This design comes from an exercise in tuning for small area on the open sky130 flow, not from production work.
The RTL was checked by simulation tests, not by an equivalence proof against the original design.
Power figures rest on the tool's default switching activity, not on a simulated workload. The flow treats the clock pin as an ideal source, which a real chip does not have.

==> flow/design.v <==
module apb_master_slave #(
    parameter int MEM_DEPTH   = 64,
    parameter int WAIT_STATES = 0
) (
    input  logic        clk,
    input  logic        rst,
    input  logic        wr_en,
    input  logic        transfer,
    input  logic [31:0] address,
    input  logic [31:0] write_data,
    output logic [31:0] read_data,
    output logic        ready
);
    localparam int NR = 16;                  
    logic           r_setup;     
    logic           r_access;    
    logic [1:0]     r_cnt;       
    logic [3:0]     r_clr;       
    logic [3:0]     r_pol;       
    logic [31:0]    r_read_data;
    logic [31:0]    r_tap;       
    logic           r_a_wr, r_b_wr;        
    logic           r_a_pend, r_b_pend;    
    logic [5:0]     r_a_idx, r_b_idx;
    logic           r_a_pol, r_b_pol;      
    logic [31:0]    r_a_data, r_b_data;
    logic [31:0]    r_pos [NR][4];
    function automatic logic at3(input logic [1:0] k, input logic [1:0] c);
        at3 = ((k + c) == 2'd3);
    endfunction
    logic           w_sample;
    logic [1:0]     w_cnt_n;
    logic [3:0]     w_pass;      
    logic [3:0]     w_clr_n, w_pol_n;
    logic           w_wipe;      
    logic           w_m_n;       
    logic           w_a_go, w_b_go;
    logic [NR-1:0]  w_sa, w_sb, w_h;
    logic [31:0]    w_pos0 [NR];
    logic [1:0]     w_rpos;      
    logic [2*NR-1:0] w_rsel;     
    logic [32*2*NR-1:0] w_rin;   
    logic [31:0]    w_tap;
    logic [31:0]    w_nword;     
    logic           w_p;
    logic           w_fwd;
    logic           w_live, w_old;
    logic           w_load;      
    logic           w_vld;       
    logic [31:0]    w_rd;
    logic [31:0]    w_rdn;       
    assign w_sample = transfer & ~r_setup;
    assign w_cnt_n  = r_cnt + 2'd1;
    for (genvar k = 0; k < 4; k++) begin : g_slot
        assign w_pass[k]  = at3(2'(k), r_cnt);
        assign w_clr_n[k] = r_clr[k] | w_pass[k];
        assign w_pol_n[k] = w_pass[k] ? (~r_pol[k] | ~r_clr[k]) : r_pol[k];
    end
    assign w_wipe = |(w_pass & ~r_clr);
    assign w_m_n = w_clr_n[address[1:0]] & w_pol_n[address[1:0]];
    assign w_a_go = r_a_pend & at3(r_a_idx[1:0], r_cnt[1:0]);
    assign w_b_go = r_b_pend & at3(r_b_idx[1:0], r_cnt[1:0])
                  & ~(r_a_pend && r_a_idx == r_b_idx);
    assign w_rpos = r_a_idx[1:0] + r_cnt[1:0];
    always_comb begin
        for (int r = 0; r < NR; r++) begin
            w_sa[r] = w_a_go & (r_a_idx[5:2] == 4'(r));
            w_sb[r] = w_b_go & (r_b_idx[5:2] == 4'(r));
            w_h[r]  = ~(w_sa[r] | w_sb[r] | w_wipe);
            w_rsel[2*r]   = (r_a_idx[5:2] == 4'(r)) & ~w_rpos[1];
            w_rsel[2*r+1] = (r_a_idx[5:2] == 4'(r)) &  w_rpos[1];
            w_rin[32*(2*r)   +: 32] = r_pos[r][0];
            w_rin[32*(2*r+1) +: 32] = r_pos[r][2];
        end
    end
    for (genvar r = 0; r < NR; r++) begin : g_ring
        for (genvar b = 0; b < 32; b++) begin : g_bit
            aoi222 u_in (
                .a1(w_h[r]),  .a2(r_pos[r][3][b]),
                .b1(w_sa[r]), .b2(r_a_data[b]),
                .c1(w_sb[r]), .c2(r_b_data[b]),
                .y (w_pos0[r][b])
            );
        end
    end
    for (genvar b = 0; b < 32; b++) begin : g_rmux
        logic [2*NR-1:0] col;
        for (genvar i = 0; i < 2*NR; i++) begin : g_col
            assign col[i] = w_rin[32*i + b];
        end
        or32_sel u_mux (.sel(w_rsel), .d(col), .y(w_tap[b]));
    end
    assign w_fwd  = r_b_wr && (r_b_idx == r_a_idx);
    assign w_live = ~w_fwd & ~w_rpos[0];
    assign w_old  = ~w_fwd &  w_rpos[0];
    assign w_p    = w_fwd ? r_b_pol : r_pol[r_a_idx[1:0]];
    assign w_load = r_access & ~r_a_wr;
    assign w_vld  = w_fwd | r_clr[r_a_idx[1:0]];
    for (genvar b = 0; b < 32; b++) begin : g_rd
        aoi222 u_sel (
            .a1(w_live), .a2(w_tap[b]),
            .b1(w_old),  .b2(r_tap[b]),
            .c1(w_fwd),  .c2(r_b_data[b]),
            .y (w_nword[b])
        );
        xnor2 u_pol (.a(w_nword[b]), .b(w_p), .y(w_rd[b]));
        ao22 u_ld (
            .a1(w_load & w_vld), .a2(w_rd[b]),
            .b1(~w_load),        .b2(r_read_data[b]),
            .y (w_rdn[b])
        );
    end
    assign read_data = r_read_data;
    assign ready     = r_access;
    always_ff @(posedge clk or negedge rst) begin
        if (!rst) begin
            r_setup     <= 1'b0;
            r_access    <= 1'b0;
            r_cnt       <= '0;
            r_clr       <= '0;
            r_pol       <= '0;
            r_read_data <= '0;
            r_a_wr      <= 1'b0;
            r_b_wr      <= 1'b0;
            r_a_pend    <= 1'b0;
            r_b_pend    <= 1'b0;
        end else begin
            r_setup  <= w_sample;
            r_access <= r_setup;
            r_cnt    <= w_cnt_n;
            r_clr    <= w_clr_n;
            r_pol    <= w_pol_n;
            r_read_data <= w_rdn;
            if (w_sample) begin
                r_a_wr   <= wr_en;
                r_a_pend <= wr_en;
                r_b_wr   <= r_a_wr;
                r_b_pend <= r_a_pend & ~w_a_go;
            end else begin
                if (w_a_go) r_a_pend <= 1'b0;
                if (at3(r_b_idx[1:0], r_cnt[1:0])) r_b_pend <= 1'b0;
            end
        end
    end
    always_ff @(posedge clk) begin
        if (w_sample) begin
            r_a_idx  <= address[5:0];
            r_a_pol  <= w_m_n;
            r_a_data <= write_data ^ {32{w_m_n}};
            r_b_idx  <= r_a_idx;
            r_b_pol  <= r_a_pol;
            r_b_data <= r_a_data;
        end
        r_tap <= w_tap;
        for (int r = 0; r < NR; r++) begin
            r_pos[r][1] <= r_pos[r][0];
            r_pos[r][2] <= r_pos[r][1];
            r_pos[r][3] <= r_pos[r][2];
            r_pos[r][0] <= w_pos0[r];
        end
    end
endmodule
module aoi222 (
    input  logic a1, a2, b1, b2, c1, c2,
    output logic y
);
    assign y = ~((a1 & a2) | (b1 & b2) | (c1 & c2));
endmodule
module xnor2 (
    input  logic a, b,
    output logic y
);
    assign y = ~(a ^ b);
endmodule
module ao22 (
    input  logic a1, a2, b1, b2,
    output logic y
);
    assign y = (a1 & a2) | (b1 & b2);
endmodule
module aoi22 (
    input  logic a1, a2, b1, b2,
    output logic y
);
    assign y = ~((a1 & a2) | (b1 & b2));
endmodule
module nand4 (
    input  logic a, b, c, d,
    output logic y
);
    assign y = ~(a & b & c & d);
endmodule
module nand3 (
    input  logic a, b, c,
    output logic y
);
    assign y = ~(a & b & c);
endmodule
module or3 (
    input  logic a, b, c,
    output logic y
);
    assign y = a | b | c;
endmodule
module or32_sel (
    input  logic [31:0] sel,
    input  logic [31:0] d,
    output logic        y
);
    logic [10:0] n;
    logic [2:0]  m;
    for (genvar g = 0; g < 10; g++) begin : g_aoi
        aoi222 u (.a1(sel[3*g]), .a2(d[3*g]), .b1(sel[3*g+1]), .b2(d[3*g+1]),
                  .c1(sel[3*g+2]), .c2(d[3*g+2]), .y(n[g]));
    end
    aoi22 u_last (.a1(sel[30]), .a2(d[30]), .b1(sel[31]), .b2(d[31]), .y(n[10]));
    nand4 u_m0 (.a(n[0]), .b(n[1]), .c(n[2]),  .d(n[3]), .y(m[0]));
    nand4 u_m1 (.a(n[4]), .b(n[5]), .c(n[6]),  .d(n[7]), .y(m[1]));
    nand3 u_m2 (.a(n[8]), .b(n[9]), .c(n[10]), .y(m[2]));
    or3   u_y  (.a(m[0]), .b(m[1]), .c(m[2]), .y(y));
endmodule
==> flow/flow/run.sh <==
#!/bin/bash
# The standard layout (standard.sh), with two changes passed to ORFS:
#  * the clock tree is built from larger sink clusters (up to 30 registers
#    per leaf buffer) and without dummy loads;
#  * each input and output port gets a buf_1 as its port buffer.
# The full output of the flow goes to standard.log here; ORFS keeps the
# per-step logs under orfs/logs.
set -o pipefail
export CTS_ARGS="-sink_clustering_enable -repair_clock_nets -sink_clustering_size 30 -sink_clustering_max_diameter 80 -sink_buffer_max_cap_derate 1.0 -dont_use_dummy_load -buf_list sky130_fd_sc_hd__clkbuf_16"
export BUFFER_PORTS_ARGS="-buffer_cell sky130_fd_sc_hd__buf_1"
bash standard.sh > standard.log 2>&1
==> flow/standard.sh <==
#!/bin/bash
# synth_recipe.tcl (not shown) runs the flow's synth.tcl, then flattens the netlist and writes it again
# the make line also repeats each setting of config.mk as NAME=value (left out here)
make -C /OpenROAD-flow-scripts/flow DESIGN_CONFIG=/design/flow/config.mk WORK_HOME=/design/flow/orfs CLKGATE_MAP_FILE= SYNTH_SCRIPT=/design/flow/synth_recipe.tcl "${@:-finish}"
==> flow/config.mk <==
export PLATFORM = sky130hd
export DESIGN_NAME = apb_master_slave
export DESIGN_NICKNAME = apb_master_slave
export VERILOG_FILES = /design/flow/design.v
export SDC_FILE = /design/flow/constraint.sdc
export NUM_CORES = 4
export LEC_CHECK = 0
export CAP_MARGIN = 20
export CORE_MARGIN = 2
export CORE_UTILIZATION = 50
export SLEW_MARGIN = 20
export SYNTH_HIERARCHICAL = 1
export SYNTH_MINIMUM_KEEP_SIZE = 0
==> flow/constraint.sdc <==
create_clock -name core_clock -period 5.0 [get_ports {clk}]
set_input_delay 1.0000 -clock core_clock [delete_from_list [all_inputs] [get_ports {clk}]]
set_output_delay 1.0000 -clock core_clock [all_outputs]
set_load 0.01 [all_outputs]
==> results of run 1 <==
==> layer usage <==
layer / track usage [%] / routed length, microns / vias to the layer above
met4: 13.19 / 8515 / 0
met2: 46.64 / 81310 / 2363
li1: - / - / 15161
met1: 43.56 / 75350 / 18528
met3: 7.135 / 22740 / 438
met5: 0 / 0 / -
==> worst max-delay path: cells and delay by family, from the launching register on <==
family | cells | cell delay, ns
AOI/OAI and AO/OA | 3 | 1.05
xor gates and xnor gates | 2 | 0.90
adders and majority gates | 1 | 0.27
buffers and inverters | 1 | 0.37
DFF | 1 | 0.52
and+or+nand+nor | 3 | 1.15
==> cells by family (layout without fill, tap and decap cells) <==
group                    after synthesis  count (layout)  share of synthesized area, %
flip-flops                          2206            2206                         79.06
AO/OA/AOI/OAI                        953             953                         16.80
AND/OR/NAND/NOR                      246             246                         2.334
XOR/XNOR                              78              78                         1.248
buffers and inverters                 25             306                        0.1927
multiplexers                           8               8                        0.2364
adder cells (fa/ha/maj)                6               6                        0.1314
==> flip-flops by register name, indices dropped and copies added (netlist names), 2 cells and up <==
register / cells
r_a_data: 32
r_a_idx: 6
r_b_data: 32
r_b_idx: 6
r_clr: 4
r_cnt: 2
r_pol: 4
r_pos: 2048
r_read_data: 32
r_tap: 32
==> power by group through the flow <==
stage / sequential (mW) / clock, mW / combinational (mW)
global route: 19.9 / 8.81 / 1.45
CTS: 19.8 / 8.20 / 1.36
floorplan: 19.9 / 0 / 0.769
finish: 19.8 / 8.11 / 1.37
detailed placement: 20.2 / 0 / 1.35
global placement: 20.2 / 0 / 1.34
==> worst paths after layout <==
| check | startpoint | to | slack, ns | cells past startpoint |
|---|---|---|---|---|
| max | r_a_idx[0]$_DFFE_PP_ | r_read_data[27]$_DFF_PN0_ | 0.59 | 10 |
| min | r_pos[57][28]$_DFF_P_ | r_pos[58][28]$_DFF_P_ | 0.29 | 0 |
| max reg2reg | r_a_idx[0]$_DFFE_PP_ | r_read_data[27]$_DFF_PN0_ | 0.59 | 10 |
| min reg2reg | r_pos[57][28]$_DFF_P_ | r_pos[58][28]$_DFF_P_ | 0.29 | 0 |
| max in group asynchronous | rst | r_read_data[19]$_DFF_PN0_ | 3.74 | 2 |
| min in group asynchronous | rst | r_clr[2]$_DFF_PN0_ | 0.30 | 1 |
==> cell usage in the layout (no fill, tap or decap), drive strengths merged, types with 5 or more instances in the layout <==
| cell | synthesis | routed |
|---|---|---|
| xor2 | 6 | 6 |
| clkbuf | 10 | 86 |
| nand4 | 65 | 65 |
| nor4 | 7 | 7 |
| nor2b | 7 | 7 |
| and2 | 11 | 11 |
| edfxtp | 78 | 78 |
| a211oi | 12 | 12 |
| nand3 | 38 | 38 |
| xnor2 | 70 | 70 |
| nand2 | 25 | 25 |
| dfxtp | 2080 | 2080 |
| mux2 | 5 | 5 |
| ha | 6 | 6 |
| a222oi | 864 | 864 |
| and3 | 5 | 5 |
| nor2 | 46 | 46 |
| a22oi | 33 | 33 |
| buf | 6 | 211 |
| a22o | 32 | 32 |
| inv | 9 | 9 |
| or3 | 32 | 32 |
| dfrtp | 48 | 48 |
==> cells in the mapped netlist (7+ instances only) <==
cell	n	area (sq um)
nand2_1	24	90.09
edfxtp_1	78	2342
xnor2_1	70	613.1
a222oi_1	864	8648
nand3_1	38	190.2
dfxtp_1	2080	41640
a22oi_2	32	400.4
nor2_1	46	172.7
or3_1	32	200.2
dfrtp_1	48	1201
inv_1	9	33.78
nor2b_1	7	43.79
nand4_1	65	406.6
clkbuf_1	10	37.54
a211oi_1	12	90.09
and2_1	11	68.82
a22o_1	32	280.3
==> per-stage QoR <==
stage / area [sq um] / hold WS, ns / std cells
detailed placement: 61080 / 0.3121 / 5229
floorplan: 57150 / 0.3096 / 3522
global placement: 61080 / 0.3096 / 5229
finish: 63240 / 0.2938 / 5315
global route: 63240 / 0.3070 / 5315
CTS: 63210 / 0.2971 / 5314
==> modules after synthesis (local to each module, per instance), excerpt <==
module            cells  flip-flops and latches  times used
apb_master_slave   2434                    2206           1
nand3                 1                       0          32
ao22                  1                       0          32
or3                   1                       0          32
xnor2                 1                       0          32
nand4                 1                       0          64
aoi22                 1                       0          32
aoi222                1                       0         864
==> cell type report <==
cell class | count | area (sq um) | area share [%]
multi-input cells | 1291 | 12500 | 19.77
repair buffers | 212 | 1500 | 2.372
clock buffers | 85 | 2127 | 3.364
inverters | 9 | 36.28 | 0.05738
flip-flops and latches | 2206 | 45180 | 71.45
well taps | 1512 | 1892 | 2.992
==> impl_metrics.toml, run 1 <==
[floorplanning]
ios = 101
initial_core_util_pct = 50.19
die_x_microns = 342.1
die_y_microns = 342.1
die-area_sq_um = 117000
core_region_area_sq_um = 113900
placementRows = 124

[synthesis]
synth_flop_cell = "dfxtp_1"
ys_types = 42
ys_seq_area_share_pct = 79.06
synth-edff-count = 78
synth_warnings = 10
syn-instance-count = 3522
async_reset_ff_share_pct = 2.176
synth-seq-cells = 2206
syn_area_sq_um = 57150
syn_nets = 3596
avgSynthCellArea_sq_um = 16.23

[finish]
antennaDiodeCount = 0
nNetsFinal = 3879
drive_above_1_share_pct = 9.493
fin_util_pct = 55.53
fill_cells = 9275
areaGrowthSynthToFinish_pct = 10.65

[timing]
fmax_ghz = 0.2270
tns_ns = 0
hold_viol = 0
drv_slew = 0
setup_viol = 0
relSlewSlack_pct = 19.67
finalCritPeriodShare_pct = 88.10
period_minus_slack_ns = 4.405
worst_slack_ns = 0.5950
rsz0062_at_grt = "no"
clock_skew_ns = 0.04972
tightest_slew_ns = 1.202

[worst_setup_path]
path_cells = "ha_1 > xor3_2 > nor2_4 > buf_4 > a222oi_1 > nand4_1 > or3_1 > a222oi_1 > xnor2_1 > a22o_1"
end_kind = "register"
crit_type = "register to register"
slowest_stage = "xor3_2"
worstSetupStartpointType = "register"
worst_path_most_repeated_cell = "a222oi_1"
required_ns = 5.60
worstPathArrival_ns = 5.00
worstPathMaxFanout = 23
critical-path-max-stage-delay_ns = 0.75

[pwr]
pwr-share-clk_pct = 27.7
p_int_mw = 22.75
pwr-share-comb_pct = 4.7
power_mw = 29.31
power.switching_mw = 6.560
vdd_drop_max_mv = 0.2712
leakage_nw = 23.52
p_per_area_nw_per_um2 = 463.4
swShare_pct = 22.39
seqPwrFrac_pct = 67.6

[grt]
grt-ovfl-total = 0
grt_usage_pct = 31.16
grt_pass1_vias = 35103
grt_pass1_wl_microns = 261200
grt_max_degree = 46
antenna_found_initial = 5

[place]
place.port_buffers = 74
gp_congestion = 0.8268
dp_hpwl_microns = 106300
pre_cts_ws_ns = 0.6746

[clocking]
insertion_delay_ns = 0.70
htreeDepth = 3
cts_tree = "yes"
cts_resized = 0
cts_setup_buffers = 0
hold_buffers = 0
root_buffer = "clkbuf_16"
clk_pin_slew_ns = 0.11
cts_max_path_buffers = 3
cts_sinks = 2206
cts_buffers = 85

[routing]
drc = 0
num_vias = 36490
drtPass1Iterations = 10
via_per_inst = 6.865
antenna_left = 0
drtIter0Drc = 8228
avgRoutedWirePerCell_microns = 35.35
wl_microns = 187900

[run_status]
status = "complete, no violations"

[run]
drv_cap = 0

[worst_hold_path]
min_path_type = "register to register"
==> run 2: changes to the inputs <==
--- a/flow/design.v
+++ b/flow/design.v
@@ -42,7 +42,7 @@
     logic [32*2*NR-1:0] w_rin;   
-    logic [31:0]    w_tap;
-    logic [31:0]    w_nword;     
+    logic [31:0]    w_tap;       
+    logic           w_tapen;     
     logic           w_p;
     logic           w_fwd;
-    logic           w_live, w_old;
+    logic           w_use_tap, w_use_b;
     logic           w_load;      
@@ -69,4 +69,4 @@
             w_h[r]  = ~(w_sa[r] | w_sb[r] | w_wipe);
-            w_rsel[2*r]   = (r_a_idx[5:2] == 4'(r)) & ~w_rpos[1];
-            w_rsel[2*r+1] = (r_a_idx[5:2] == 4'(r)) &  w_rpos[1];
+            w_rsel[2*r]   = (r_a_idx[5:2] == 4'(r)) & ~w_rpos[1] & w_tapen;
+            w_rsel[2*r+1] = (r_a_idx[5:2] == 4'(r)) &  w_rpos[1] & w_tapen;
             w_rin[32*(2*r)   +: 32] = r_pos[r][0];
@@ -85,4 +85,8 @@
     end
+    assign w_fwd   = r_b_wr && (r_b_idx == r_a_idx);
+    assign w_tapen = ~(r_access & (w_fwd | w_rpos[0]));
+    assign w_use_tap = r_access & ~w_fwd & w_rpos[0];    
+    assign w_use_b   = r_access & w_fwd;                 
     for (genvar b = 0; b < 32; b++) begin : g_rmux
-        logic [2*NR-1:0] col;
+        logic [2*NR+1:0] col;
         for (genvar i = 0; i < 2*NR; i++) begin : g_col
@@ -90,7 +94,6 @@
         end
-        or32_sel u_mux (.sel(w_rsel), .d(col), .y(w_tap[b]));
-    end
-    assign w_fwd  = r_b_wr && (r_b_idx == r_a_idx);
-    assign w_live = ~w_fwd & ~w_rpos[0];
-    assign w_old  = ~w_fwd &  w_rpos[0];
+        assign col[2*NR]   = r_tap[b];
+        assign col[2*NR+1] = r_b_data[b];
+        or34_sel u_mux (.sel({w_use_b, w_use_tap, w_rsel}), .d(col), .y(w_tap[b]));
+    end
     assign w_p    = w_fwd ? r_b_pol : r_pol[r_a_idx[1:0]];
@@ -99,9 +102,3 @@
     for (genvar b = 0; b < 32; b++) begin : g_rd
-        aoi222 u_sel (
-            .a1(w_live), .a2(w_tap[b]),
-            .b1(w_old),  .b2(r_tap[b]),
-            .c1(w_fwd),  .c2(r_b_data[b]),
-            .y (w_nword[b])
-        );
-        xnor2 u_pol (.a(w_nword[b]), .b(w_p), .y(w_rd[b]));
+        xor2 u_pol (.a(w_tap[b]), .b(w_p), .y(w_rd[b]));
         ao22 u_ld (
@@ -168,3 +165,3 @@
 endmodule
-module xnor2 (
+module xor2 (
     input  logic a, b,
@@ -172,3 +169,9 @@
 );
-    assign y = ~(a ^ b);
+    assign y = a ^ b;
+endmodule
+module nand2 (
+    input  logic a, b,
+    output logic y
+);
+    assign y = ~(a & b);
 endmodule
@@ -180,8 +183,2 @@
 endmodule
-module aoi22 (
-    input  logic a1, a2, b1, b2,
-    output logic y
-);
-    assign y = ~((a1 & a2) | (b1 & b2));
-endmodule
 module nand4 (
@@ -204,10 +201,10 @@
 endmodule
-module or32_sel (
-    input  logic [31:0] sel,
-    input  logic [31:0] d,
+module or34_sel (
+    input  logic [33:0] sel,
+    input  logic [33:0] d,
     output logic        y
 );
-    logic [10:0] n;
+    logic [11:0] n;
     logic [2:0]  m;
-    for (genvar g = 0; g < 10; g++) begin : g_aoi
+    for (genvar g = 0; g < 11; g++) begin : g_aoi
         aoi222 u (.a1(sel[3*g]), .a2(d[3*g]), .b1(sel[3*g+1]), .b2(d[3*g+1]),
@@ -215,6 +212,6 @@
     end
-    aoi22 u_last (.a1(sel[30]), .a2(d[30]), .b1(sel[31]), .b2(d[31]), .y(n[10]));
-    nand4 u_m0 (.a(n[0]), .b(n[1]), .c(n[2]),  .d(n[3]), .y(m[0]));
-    nand4 u_m1 (.a(n[4]), .b(n[5]), .c(n[6]),  .d(n[7]), .y(m[1]));
-    nand3 u_m2 (.a(n[8]), .b(n[9]), .c(n[10]), .y(m[2]));
+    nand2 u_last (.a(sel[33]), .b(d[33]), .y(n[11]));
+    nand4 u_m0 (.a(n[0]), .b(n[1]), .c(n[2]),  .d(n[3]),  .y(m[0]));
+    nand4 u_m1 (.a(n[4]), .b(n[5]), .c(n[6]),  .d(n[7]),  .y(m[1]));
+    nand4 u_m2 (.a(n[8]), .b(n[9]), .c(n[10]), .d(n[11]), .y(m[2]));
     or3   u_y  (.a(m[0]), .b(m[1]), .c(m[2]), .y(y));
==> impl_metrics.toml, run 2 <==
[place]
place.port_buffers = 74
dp_hpwl_microns = 93540
post-place-cells = 5181
gp_congestion = 0.8015

[synthesis]
syn-instance-count = 3526
syn_nets = 3600
async_reset_ff_share_pct = 2.176
synth_flop_cell = "dfxtp_1"
synth.most_common_cell = "dfxtp_1"
synth_area_leaders = "dfxtp_1 73%, a222oi_1 15%, edfxtp_1 4.1%"
yosysTopAreaCellShare_pct = 73.12
ys_seq_area_share_pct = 79.34
ys_types = 41
avgSynthCellArea_sq_um = 16.15
syn_area_sq_um = 56950
synth-seq-cells = 2206
synth-edff-count = 78
synth_area_leader_cell = "dfxtp_1"
synth_common_cells = "2080 x dfxtp_1, 864 x a222oi_1, 98 x nand4_1"
synth_warnings = 10

[floorplanning]
core_region_area_sq_um = 112800
die-area_sq_um = 116600
initial_core_util_pct = 50.49
placementRows = 123
ios = 101
die_x_microns = 341.5
die_y_microns = 341.5

[finish]
drive_above_1_share_pct = 7.727
final_cell_mix = "2080 x dfxtp_1, 864 x a222oi_1, 98 x nand4_1"
fill_cells = 9104
top_register = "r_pos"
areaGrowthSynthToFinish_pct = 9.845
antennaDiodeCount = 0
layout_commonest_cell = "dfxtp_1"
largest_reg_flops = 2048
finalNonFillerCells = 5266
nNetsFinal = 3842

[clocking]
cts_buffers = 84
root_buffer = "clkbuf_16"
cts_setup_buffers = 0
cts_tree = "yes"
htreeDepth = 3
cts_sinks = 2206
cts_resized = 0
hold_buffers = 0
clk_pin_slew_ns = 0.11
cts_max_path_buffers = 3
insertion_delay_ns = 0.72

[run_status]
status = "complete, no violations"

[worst_setup_path]
crit_type = "register to register"
worstSetupStartpointType = "register"
worstPathArrival_ns = 4.71
worstPathMaxFanout = 18
required_ns = 5.63
end_kind = "register"
critPathBufInv = 2
critical-path-max-stage-delay_ns = 0.57
critical-path-top-delay-family = "simple AND/OR/NAND/NOR gates"
path_cells = "xnor2_1 > nand4_1 > o31ai_4 > buf_12 > nor2_4 > buf_4 > a222oi_1 > nand4_1 > or3_1 > xor2_1 > a22o_1"
worst_path_most_repeated_cell = "nand4_1"
slowest_stage = "edfxtp_1"

[run]
drv_cap = 0

[pwr]
leakage_nw = 23.28
p_per_area_nw_per_um2 = 466.0
vdd_drop_max_mv = 0.3390

[routing]
drtPass1Iterations = 8
wl_met2_microns = 72560
dr.max_layer_used = "met4"
drtIter0Drc = 7668
wl_microns = 166000
via_per_inst = 6.708
avgRoutedWirePerCell_microns = 31.53
route.met3.wl_microns = 16400
antenna_left = 0
wl_met1_microns = 70590
drc = 0
num_vias = 35324

[timing]
rsz0062_at_grt = "no"
fmax_ghz = 0.2453
finalCritPeriodShare_pct = 81.54
period_minus_slack_ns = 4.077
drv_slew = 0
tightest_slew_ns = 1.157
tns_ns = 0
hold_viol = 0
setup_viol = 0
relSlewSlack_pct = 22.89
clock_skew_ns = 0.07181

[grt]
grt_pass1_vias = 34904
grt_max_degree = 67
grt_usage_pct = 27.70
grt-ovfl-total = 0
grt_pass1_wl_microns = 238400
antenna_found_initial = 2

[worst_hold_path]
min_path_type = "primary input to async pin"
-- run 2: cell types whose count changed after synthesis, sizes merged, moves of 5 or more --
| cell | delta |
|---|---|
| nand3 | -29 |
| nand4 | +33 |
| nand2 | +31 |
| xor2 | +28 |
| xnor2 | -30 |
| clkbuf | -7 |
| nor4 | -7 |
| nor2 | +7 |
| a22oi | -32 |
| buf | +5 |
-- run 2: report_power, final --
group,switching [mW],total (mW),internal [mW]
combinational,0.709,1.27,0.560
sequential,0.777,19.9,19.1
clock,4.99,8.03,3.04
total,6.47,29.2,22.7
-- run 2: path summary, 6_finish.rpt --
kind	to	startpoint	cells after the start	slack, ns
min	r_read_data[26]$_DFF_PN0_	rst	1	0.14
max	r_read_data[21]$_DFF_PN0_	r_a_idx[2]$_DFFE_PP_	11	0.92
min in group core_clock	r_pos[42][30]$_DFF_P_	r_pos[41][30]$_DFF_P_	0	0.30
max in group asynchronous	r_read_data[7]$_DFF_PN0_	rst	2	3.93
max reg2reg	r_read_data[21]$_DFF_PN0_	r_a_idx[2]$_DFFE_PP_	11	0.92
min reg2reg	r_pos[42][30]$_DFF_P_	r_pos[41][30]$_DFF_P_	0	0.30
-- run 2: stage by stage --
stage / power, mW / worst slack (ns) / area (sq um) / hold slack [ns] / util [%]
floorplan: 20.68 / 0.9812 / 56950 / 0.3096 / -
finish: 29.15 / 0.9230 / 62560 / 0.1424 / 55.46
global placement: 21.43 / 0.9601 / 60430 / 0.3095 / 53.57
CTS: 29.28 / 0.8985 / 62530 / 0.1034 / 55.43
global route: 30.13 / 0.7983 / 62560 / 0.1140 / 55.46
detailed placement: 21.48 / 0.9452 / 60430 / 0.3121 / 53.57
-- run 2: cells by family after synthesis --
family,after synthesis,share of synthesized area [%]
buf+inv,24,0.2087
fa+ha+maj,6,0.1318
xor+xnor,76,1.230
mux,8,0.2175
simple gates,282,2.628
flops,2206,79.34
compound gates,924,16.25
-- run 2: cell type report --
cell class | count | area (sq um) | share of cell area [%]
multi-input combinational | 1296 | 12290 | 19.64
sequential | 2206 | 45180 | 72.23
tap | 1500 | 1877 | 3.000
inverter | 10 | 40.04 | 0.06400
clock buffer | 84 | 2102 | 3.360
timing repair buffer | 170 | 1070 | 1.710
-- run 2: per-module statistics from Yosys, one instance, submodules excluded, excerpt --
| module | area, sq um | copies in the design | flops+latches | cells inside |
|---|---|---|---|---|
| ao22 | 8.758 | 32 | 0 | 1 |
| or3 | 6.256 | 32 | 0 | 1 |
| apb_master_slave | 46820 | 1 | 2206 | 2438 |
| xor2 | 8.758 | 32 | 0 | 1 |
| aoi222 | 10.01 | 864 | 0 | 1 |
| nand2 | 3.754 | 32 | 0 | 1 |
| nand4 | 6.256 | 96 | 0 | 1 |
-- run 2: routing by layer --
layer | vias up | GRT usage, %
met5 | - | 0
met4 | 0 | 10.11
met3 | 306 | 4.333
met2 | 1998 | 42.15
met1 | 17937 | 40.08
li1 | 15083 | -
==> run 3: changes to the inputs <==
--- a/flow/config.mk
+++ b/flow/config.mk
@@ -10,2 +10,3 @@
 export CORE_UTILIZATION = 50
+export PLACE_DENSITY = 0.8
 export SLEW_MARGIN = 20
==> impl_metrics.toml, run 3 <==
[synthesis]
syn_area_sq_um = 56950
synth_common_cells = "2080 x dfxtp_1, 864 x a222oi_1, 98 x nand4_1"
synth_flop_cell = "dfxtp_1"
synth.most_common_cell = "dfxtp_1"
synth-seq-cells = 2206
yosysTopAreaCellShare_pct = 73.12
synth_warnings = 10
syn-instance-count = 3526
ys_types = 41
async_reset_ff_share_pct = 2.176
ys_seq_area_share_pct = 79.34
avgSynthCellArea_sq_um = 16.15
syn_nets = 3600
synth-edff-count = 78
synth_area_leader_cell = "dfxtp_1"
synth_area_leaders = "dfxtp_1 73%, a222oi_1 15%, edfxtp_1 4.1%"

[routing]
num_vias = 36920
drtIter0Drc = 8964
antenna_left = 0
via_per_inst = 7.004
drtPass1Iterations = 13
avgRoutedWirePerCell_microns = 32.28
drc = 0
wl_microns = 170100

[clocking]
cts_sinks = 2206
clk_pin_slew_ns = 0.11
cts_setup_buffers = 0
cts_buffers = 84
insertion_delay_ns = 0.71
hold_buffers = 0
root_buffer = "clkbuf_16"
htreeDepth = 3
cts_resized = 0
cts_tree = "yes"
cts_max_path_buffers = 3

[run]
drv_cap = 0

[timing]
clock_skew_ns = 0.07791
relSlewSlack_pct = 18.61
finalCritPeriodShare_pct = 87.46
hold_slack_ns = 0.2574
setup_viol = 0
period_minus_slack_ns = 4.373
tns_ns = 0
drv_slew = 0
fmax_ghz = 0.2287
tightest_slew_ns = 1.221
rsz0062_at_grt = "no"
hold_viol = 0

[grt]
grt_usage_pct = 28.17
grt_pass1_vias = 37441
grt_max_degree = 50
antenna_found_initial = 2
grt-ovfl-total = 0
grt_pass1_wl_microns = 244400

[worst_setup_path]
crit_type = "register to register"
path_cells = "xnor2_1 > nand4_1 > o31ai_4 > buf_4 > nor2_4 > buf_4 > a222oi_1 > nand4_1 > or3_1 > xor2_1 > a22o_1"
critical-path-max-stage-delay_ns = 0.58
reg2reg_slack_ns = 0.63
worstPathArrival_ns = 4.91
worstPathMaxFanout = 19
required_ns = 5.54
worstSetupStartpointType = "register"
end_kind = "register"
slowest_stage = "or3_1"

[pwr]
vdd_drop_max_mv = 0.2829
leakage_nw = 23.29
p_per_area_nw_per_um2 = 465.7

[worst_hold_path]
min_path_type = "primary input to async pin"

[floorplanning]
die_x_microns = 341.5
placementRows = 123
die_y_microns = 341.5
die-area_sq_um = 116600
ios = 101
initial_core_util_pct = 50.49
core_region_area_sq_um = 112800

[finish]
nNetsFinal = 3846
fill_cells = 8522
areaGrowthSynthToFinish_pct = 9.873
fin_util_pct = 55.47
largest_reg_flops = 2048
drive_above_1_share_pct = 7.825
final_cell_mix = "2080 x dfxtp_1, 864 x a222oi_1, 98 x nand4_1"
layout_commonest_cell = "dfxtp_1"
top_register = "r_pos"

[place]
place.port_buffers = 74
gp_congestion = 0.8613
dp_hpwl_microns = 97860

[run_status]
status = "complete, no violations"
-- run 3: kinds of logic after synthesis --
| group | Yosys count | synth area share [%] |
|---|---|---|
| AO/OA/AOI/OAI | 924 | 16.25 |
| XOR/XNOR | 76 | 1.230 |
| adder cells (fa/ha/maj) | 6 | 0.1318 |
| buffers and inverters | 24 | 0.2087 |
| flip-flops | 2206 | 79.34 |
| multiplexers | 8 | 0.2175 |
| AND/OR/NAND/NOR | 282 | 2.628 |
-- run 3: per-stage QoR --
stage          setup WS (ns)  cells  cell area [sq um]  total power, mW
6_report              0.6268   5271              62570            29.14
3_3_place_gp          0.9264   5185              60450            21.35
2_1_floorplan         0.9812   3526              56950            20.68
3_5_place_dp          0.8235   5185              60450            21.45
4_1_cts               0.7590   5269              62550            29.05
5_1_grt               0.5210   5270              62570            29.91
-- run 3: per-layer routing --
layer	vias to the layer above	routed length, microns	global-route usage [%]
met5	-	0	0.4493
met4	0	8412	13.18
met3	587	29180	10.45
met2	3164	70570	39.96
met1	18078	61970	38.15
li1	15091	-	-
-- run 3: path summary, 6_finish.rpt --
kind / start / end / cells past startpoint
max reg2reg: r_a_idx[2]$_DFFE_PP_ / r_read_data[17]$_DFF_PN0_ / 11
min in group core_clock: r_pos[49][27]$_DFF_P_ / r_pos[50][27]$_DFF_P_ / 0
max in group asynchronous: rst / r_read_data[12]$_DFF_PN0_ / 2
min: rst / r_b_wr$_DFFE_PN0P_ / 1
min reg2reg: r_pos[49][27]$_DFF_P_ / r_pos[50][27]$_DFF_P_ / 0
max: r_a_idx[2]$_DFFE_PP_ / r_read_data[17]$_DFF_PN0_ / 11
-- run 3: modules after synthesis, one instance, submodules excluded, excerpt --
module / cell area (sq um) / cells
nand4: 6.256 / 1
apb_master_slave: 46820 / 2438
ao22: 8.758 / 1
xor2: 8.758 / 1
aoi222: 10.01 / 1
or3: 6.256 / 1
nand2: 3.754 / 1
-- run 3: final cells by class --
type	instances	area [sq um]	area share (%)
Clock buffer	84	2102	3.359
Tap cell	1500	1877	2.999
Antenna cell	1	2.502	0.003999
Sequential cell	2206	45180	72.21
Multi-Input combinational cell	1296	12290	19.64
Timing Repair Buffer	174	1080	1.726
Inverter	10	40.04	0.06399
-- run 3: power by group --
part | switching (mW) | internal, mW
clock | 4.94 | 3.04
sequential | 0.785 | 19.1
combinational | 0.737 | 0.554
-- run 3: critical path, delay by kind of cell (launching register included) --
family | cells | cell delay (ns)
and+or+nand+nor | 4 | 1.41
xor gates and xnor gates | 2 | 0.49
AOI/OAI and AO/OA | 3 | 0.97
buffers and inverters | 2 | 0.77
DFF | 1 | 0.57
==> run 4: changes to the inputs <==
==> flow/flow/run.sh (replaced) <==
#!/bin/bash
# The standard layout (standard.sh), with two changes passed to ORFS:
#  * the clock tree is built from larger sink clusters (up to 33 registers
#    per leaf buffer) and without dummy loads;
#  * each input and output port gets a buf_1 as its port buffer.
# The full output of the flow goes to standard.log here; ORFS keeps the
# per-step logs under orfs/logs.
set -o pipefail
export CTS_ARGS="-sink_clustering_enable -repair_clock_nets -sink_clustering_size 33 -sink_clustering_max_diameter 90 -sink_buffer_max_cap_derate 1.0 -dont_use_dummy_load -buf_list sky130_fd_sc_hd__clkbuf_16"
export BUFFER_PORTS_ARGS="-buffer_cell sky130_fd_sc_hd__buf_1"
bash standard.sh > standard.log 2>&1
--- a/flow/config.mk
+++ b/flow/config.mk
@@ -9,4 +9,3 @@
 export CORE_MARGIN = 2
-export CORE_UTILIZATION = 50
-export PLACE_DENSITY = 0.8
+export CORE_UTILIZATION = 55
 export SLEW_MARGIN = 20
==> impl_metrics.toml, run 4 <==
[run_status]
status = "complete, no violations"

[floorplanning]
ios = 101
die-area_sq_um = 106100
initial_core_util_pct = 55.26
die_y_microns = 325.8
die_x_microns = 325.8
core_region_area_sq_um = 103100
placementRows = 118

[synthesis]
async_reset_ff_share_pct = 2.176
synth_flop_cell = "dfxtp_1"
syn_area_sq_um = 56950
syn_nets = 3600
ys_types = 41
avgSynthCellArea_sq_um = 16.15
synth.most_common_cell = "dfxtp_1"
syn-instance-count = 3526
synth-seq-cells = 2206
synth_warnings = 10
synth_area_leader_cell = "dfxtp_1"
ys_seq_area_share_pct = 79.34
synth_common_cells = "2080 x dfxtp_1, 864 x a222oi_1, 98 x nand4_1"
synth-edff-count = 78
yosysTopAreaCellShare_pct = 73.12
synth_area_leaders = "dfxtp_1 73%, a222oi_1 15%, edfxtp_1 4.1%"

[finish]
areaGrowthSynthToFinish_pct = 9.838
finalNonFillerCells = 5169
fill_cells = 7757
nNetsFinal = 3864
drive_above_1_share_pct = 8.263
seq_area_sq_um = 45180
design_area_sq_um = 62550
multiInputGateArea_sq_um = 12290
top_register = "r_pos"
layout_commonest_cell = "dfxtp_1"
largest_reg_flops = 2048
final_cell_mix = "2080 x dfxtp_1, 864 x a222oi_1, 112 x buf_4"

[timing]
clock_skew_ns = 0.06921
tightest_slew_ns = 1.234
period_minus_slack_ns = 4.525
rsz0062_at_grt = "no"
drv_slew = 0
hold_viol = 0
fmax_ghz = 0.2210
finalCritPeriodShare_pct = 90.49
tns_ns = 0
hold_slack_ns = 0.2917
relSlewSlack_pct = 17.76
setup_viol = 0

[routing]
avgRoutedWirePerCell_microns = 35.97
drc = 0
drtIter0Drc = 8512
drtPass1Iterations = 13
num_vias = 37055
wl_microns = 185900
via_per_inst = 7.169
antenna_left = 0

[worst_setup_path]
startpoint = "r_a_idx[1]$_DFFE_PP_"
worstSetupStartpointType = "register"
required_ns = 5.58
worstPathArrival_ns = 5.11
reg2reg_from = "r_a_idx[1]$_DFFE_PP_"
end_kind = "register"
reg2reg_slack_ns = 0.48
crit_type = "register to register"
ff2ff_path_depth = 12
r2r-end = "r_read_data[1]$_DFF_PN0_"
worstPathMaxFanout = 13

[place]
post-place-cells = 5088
dp_hpwl_microns = 110100
gp_congestion = 0.8571
place.port_buffers = 74
place_area_sq_um = 60550

[clocking]
cts_sinks = 2206
clk_pin_slew_ns = 0.12
hold_buffers = 0
insertion_delay_ns = 0.69
htreeDepth = 3
cts_max_path_buffers = 3
cts_setup_buffers = 0
cts_resized = 0
cts_tree = "yes"
root_buffer = "clkbuf_16"
cts_buffers = 77

[pwr]
p_per_area_nw_per_um2 = 463.3
power_mw = 28.98
leakage_nw = 23.36
vdd_drop_max_mv = 0.3291

[grt]
antenna_found_initial = 3
grt_max_degree = 51
grt_pass1_vias = 37447
grt-ovfl-total = 0
grt_usage_pct = 34.10
grt_pass1_wl_microns = 264600

[worst_hold_path]
hold_end = "r_pos[10][1]$_DFF_P_"
worstHoldStart = "r_pos[9][1]$_DFF_P_"
hold_depth = 0
min_path_type = "register to register"

[run]
drv_cap = 0
[run 4: final cells by class]
| cell class | count | area share [%] |
|---|---|---|
| timing repair buffer | 199 | 2.216 |
| sequential | 2206 | 72.23 |
| inverter | 10 | 0.06401 |
| antenna | 1 | 0.004000 |
| clock buffer | 77 | 3.080 |
| multi-input combinational | 1296 | 19.64 |
| tap | 1380 | 2.760 |
[run 4: per-stage QoR]
step / worst slack, ns / utilization [%]
5_1_grt: 0.2749 / 60.70
3_5_place_dp: 0.5401 / 58.75
2_1_floorplan: 0.9812 / -
4_1_cts: 0.5293 / 60.62
3_3_place_gp: 0.5724 / 58.74
6_report: 0.4754 / 60.70
[run 4: worst max-delay path: stages, from the launching register on]
cell and delay, ns:
edfxtp_1 0.51, xnor2_1 0.30, nand4_1 0.34, o31ai_4 0.72, buf_4 0.43, nor2_4 0.21
buf_16 0.22, buf_4 0.21, a222oi_1 0.40, nand4_1 0.24, or3_1 0.44, xor2_1 0.16
a22o_1 0.22
[run 4: worst max path at each step]
stage | to | slack, ns | cells past startpoint
floorplan | r_pos[24][0]$_DFF_P_ | 0.98 | 7
global placement | r_read_data[1]$_DFF_PN0_ | 0.57 | 11
detailed placement | r_read_data[1]$_DFF_PN0_ | 0.54 | 11
CTS | r_read_data[1]$_DFF_PN0_ | 0.53 | 11
global route | r_read_data[1]$_DFF_PN0_ | 0.27 | 12
finish | r_read_data[1]$_DFF_PN0_ | 0.48 | 12
[run 4: layer usage]
metal  track usage [%]  part of all wire [%]
met1             46.59                    39
met2             53.14                    45
met3             7.581                    12
met4             13.41                   4.2
met5                 0                 0.014
[run 4: kinds of logic (layout without fill, tap and decap cells)]
logic type | after synthesis | count (layout) | synth area share (%)
XOR/XNOR | 76 | 76 | 1.230
multiplexers | 8 | 8 | 0.2175
AND/OR/NAND/NOR | 282 | 282 | 2.628
adder cells (fa/ha/maj) | 6 | 6 | 0.1318
buffers and inverters | 24 | 286 | 0.2087
other | 0 | 1 | 0
AO/OA/AOI/OAI | 924 | 924 | 16.25
flip-flops | 2206 | 2206 | 79.34
[run 4: per-module statistics from Yosys, one instance, submodules excluded, a selection]
module	copies in the design	cell area (sq um)
ao22	32	8.758
or3	32	6.256
xor2	32	8.758
aoi222	864	10.01
nand4	96	6.256
apb_master_slave	1	46820
nand2	32	3.754
[run 4: power breakdown]
part	total [mW]	switching [mW]	internal (mW)
Sequential	19.9	0.834	19.1
Combinational	1.29	0.732	0.561
Clock	7.77	4.96	2.81
==> run 5: changes to the inputs <==
--- a/flow/flow/run.sh
+++ b/flow/flow/run.sh
@@ -8,3 +8,3 @@
 set -o pipefail
-export CTS_ARGS="-sink_clustering_enable -repair_clock_nets -sink_clustering_size 33 -sink_clustering_max_diameter 90 -sink_buffer_max_cap_derate 1.0 -dont_use_dummy_load -buf_list sky130_fd_sc_hd__clkbuf_16"
+export CTS_ARGS="-sink_clustering_enable -repair_clock_nets -sink_clustering_size 33 -sink_clustering_max_diameter 80 -sink_buffer_max_cap_derate 1.0 -dont_use_dummy_load -buf_list sky130_fd_sc_hd__clkbuf_16"
 export BUFFER_PORTS_ARGS="-buffer_cell sky130_fd_sc_hd__buf_1"
--- a/flow/config.mk
+++ b/flow/config.mk
@@ -9,3 +9,4 @@
 export CORE_MARGIN = 2
-export CORE_UTILIZATION = 55
+export CORE_UTILIZATION = 50
+export PLACE_DENSITY = 0.8
 export SLEW_MARGIN = 20
==> impl_metrics.toml, run 5 <==
[run_status]
status = "complete, no violations"

[grt]
grt_usage_pct = 28.08
antenna_found_initial = 3
grt_pass1_vias = 36992
grt_pass1_wl_microns = 243500
grt-ovfl-total = 0
grt_max_degree = 50

[run]
drv_cap = 0

[timing]
worst_slack_ns = 0.5905
clock_skew_ns = 0.08546
relSlewSlack_pct = 16.42
hold_viol = 0
fmax_ghz = 0.2268
finalCritPeriodShare_pct = 88.19
tns_ns = 0
setup_viol = 0
drv_slew = 0
tightest_slew_ns = 1.254
rsz0062_at_grt = "no"
period_minus_slack_ns = 4.409

[synthesis]
synth_warnings = 10
synth-seq-cells = 2206
avgSynthCellArea_sq_um = 16.15
ys_seq_area_share_pct = 79.34
ys_types = 41
synth_area_leaders = "dfxtp_1 73%, a222oi_1 15%, edfxtp_1 4.1%"
syn_area_sq_um = 56950
syn_nets = 3600
synth.most_common_cell = "dfxtp_1"
async_reset_ff_share_pct = 2.176
synth-edff-count = 78
syn-instance-count = 3526
synth_area_leader_cell = "dfxtp_1"
yosysTopAreaCellShare_pct = 73.12
synth_common_cells = "2080 x dfxtp_1, 864 x a222oi_1, 98 x nand4_1"
synth_flop_cell = "dfxtp_1"

[clocking]
hold_buffers = 0
clk_pin_slew_ns = 0.12
cts_setup_buffers = 0
root_buffer = "clkbuf_16"
cts_max_path_buffers = 3
cts_sinks = 2206
cts_resized = 0
cts_tree = "yes"
cts_buffers = 78
insertion_delay_ns = 0.70
htreeDepth = 3

[worst_setup_path]
worstPathMaxFanout = 19
crit_type = "register to register"
end_kind = "register"
required_ns = 5.55
worstSetupStartpointType = "register"
worstPathArrival_ns = 4.96

[finish]
top_register = "r_pos"
seq_area_sq_um = 45180
final_cell_mix = "2080 x dfxtp_1, 864 x a222oi_1, 98 x nand4_1"
layout_commonest_cell = "dfxtp_1"
design_area_sq_um = 62410
largest_reg_flops = 2048
fill_cells = 8546
drive_above_1_share_pct = 7.653
fin_util_pct = 55.32
nNetsFinal = 3839
areaGrowthSynthToFinish_pct = 9.581
multiInputGateArea_sq_um = 12290

[floorplanning]
die_x_microns = 341.5
placementRows = 123
core_region_area_sq_um = 112800
die-area_sq_um = 116600
ios = 101
initial_core_util_pct = 50.49
die_y_microns = 341.5

[place]
gp_congestion = 0.8613
place_area_sq_um = 60450
pre_cts_ws_ns = 0.8235
dp_hpwl_microns = 97860
place.port_buffers = 74

[routing]
drtPass1Iterations = 14
drc = 0
avgRoutedWirePerCell_microns = 32.26
num_vias = 36939
drtIter0Drc = 8904
antenna_left = 0
via_per_inst = 7.015
wl_microns = 169900

[worst_hold_path]
min_path_type = "register to register"

[pwr]
vdd_drop_max_mv = 0.3034
p_per_area_nw_per_um2 = 463.0
power_mw = 28.89
leakage_nw = 23.21
[run 5: final cells by class]
cell class	count	area share [%]
Antenna cell	3	0.01203
Clock buffer	78	3.128
Inverter	10	0.06416
Multi-Input combinational cell	1296	19.69
Sequential cell	2206	72.40
Tap cell	1500	3.007
Timing Repair Buffer	173	1.698
[run 5: Yosys stat by module, one instance, submodules excluded, excerpt]
module	copies in the design	flops+latches
apb_master_slave	1	2206
xor2	32	0
or3	32	0
ao22	32	0
nand4	96	0
aoi222	864	0
nand2	32	0
[run 5: stage by stage]
step / std cells / hold slack, ns
6_report: 5266 / 0.2403
3_5_place_dp: 5185 / 0.3121
2_1_floorplan: 3526 / 0.3096
3_3_place_gp: 5185 / 0.3095
5_1_grt: 5263 / 0.2561
4_1_cts: 5263 / 0.2444
[run 5: critical path: stages, from the launching register on]
cell	delay, ns
edfxtp_1	0.56
xnor2_1	0.31
nand4_1	0.33
o31ai_4	0.29
buf_4	0.46
nor2_4	0.28
buf_4	0.31
a222oi_1	0.45
nand4_1	0.21
or3_1	0.59
xor2_1	0.22
a22o_1	0.23
[run 5: final timing paths]
path | to | slack (ns) | depth (start not counted) | start
worst max-delay path | r_read_data[17]$_DFF_PN0_ | 0.59 | 11 | r_a_idx[3]$_DFFE_PP_
worst min-delay path | r_pos[14][22]$_DFF_P_ | 0.24 | 0 | r_pos[13][22]$_DFF_P_
worst max register to register | r_read_data[17]$_DFF_PN0_ | 0.59 | 11 | r_a_idx[3]$_DFFE_PP_
worst min register to register | r_pos[14][22]$_DFF_P_ | 0.24 | 0 | r_pos[13][22]$_DFF_P_
max in group asynchronous | r_read_data[12]$_DFF_PN0_ | 3.74 | 2 | rst
min in group asynchronous | r_read_data[17]$_DFF_PN0_ | 0.26 | 1 | rst
[run 5: cell families after synthesis]
logic type | after synthesis | share of synthesized area, %
AO/OA/AOI/OAI | 924 | 16.25
XOR/XNOR | 76 | 1.230
adder cells (fa/ha/maj) | 6 | 0.1318
buffers and inverters | 24 | 0.2087
flip-flops | 2206 | 79.34
multiplexers | 8 | 0.2175
AND/OR/NAND/NOR | 282 | 2.628
[run 5: power by group]
group	switching (mW)	internal, mW
clock network	4.89	2.84
logic	0.738	0.554
registers	0.784	19.1
[run 5: per-layer routing]
layer / share of wire [%] / GRT usage, % / wire length (microns) / vias up
li1: - / - / - / 15070
met1: 37 / 38.00 / 62160 / 18097
met2: 41 / 40.28 / 70460 / 3180
met3: 17 / 10.27 / 28790 / 588
met4: 5.0 / 12.50 / 8439 / 4
met5: 0.015 / 0.2451 / 26 / -

==> port drivers added, routing unchanged <==
The flow's constraints put no driver on any port. The routed layouts listed below were extracted and timed again, unchanged, in two steps.
Step 1 sets driving cells, clkbuf_16 on the clock port and buf_2 on the other inputs (assumed; they add their load-dependent delay and slew).
Step 2 moves the port delays by t, midway between the first and last clock arrival at a register: inputs arrive t later, outputs are due t later. That takes back most of the time a late clock gives input paths.
Slacks: ideal / step 1 / step 2; pairs: ideal / step 1.
| run | shift t [ns] | setup slack, ns | worst hold slack (ns) | worst setup path after step 2 | cell pins on the clock port's net |
|---|---|---|---|---|---|
| run 1 | 0.756 | 0.595 / 0.595 / 0.595 | 0.294 / 0.250 / 0.294 | register to register | 1 |
| run 2 | 0.754 | 0.923 / 0.923 / 0.923 | 0.142 / 0.090 / 0.298 | register to register | 1 |
| run 3 | 0.735 | 0.627 / 0.627 / 0.627 | 0.257 / 0.207 / 0.273 | register to register | 1 |
| run 4 | 0.728 | 0.475 / 0.475 / 0.475 | 0.292 / 0.292 / 0.292 | register to register | 1 |
| run 5 | 0.734 | 0.591 / 0.591 / 0.591 | 0.240 / 0.207 / 0.240 | register to register | 1 |
After both steps setup and hold are still met in every run listed.
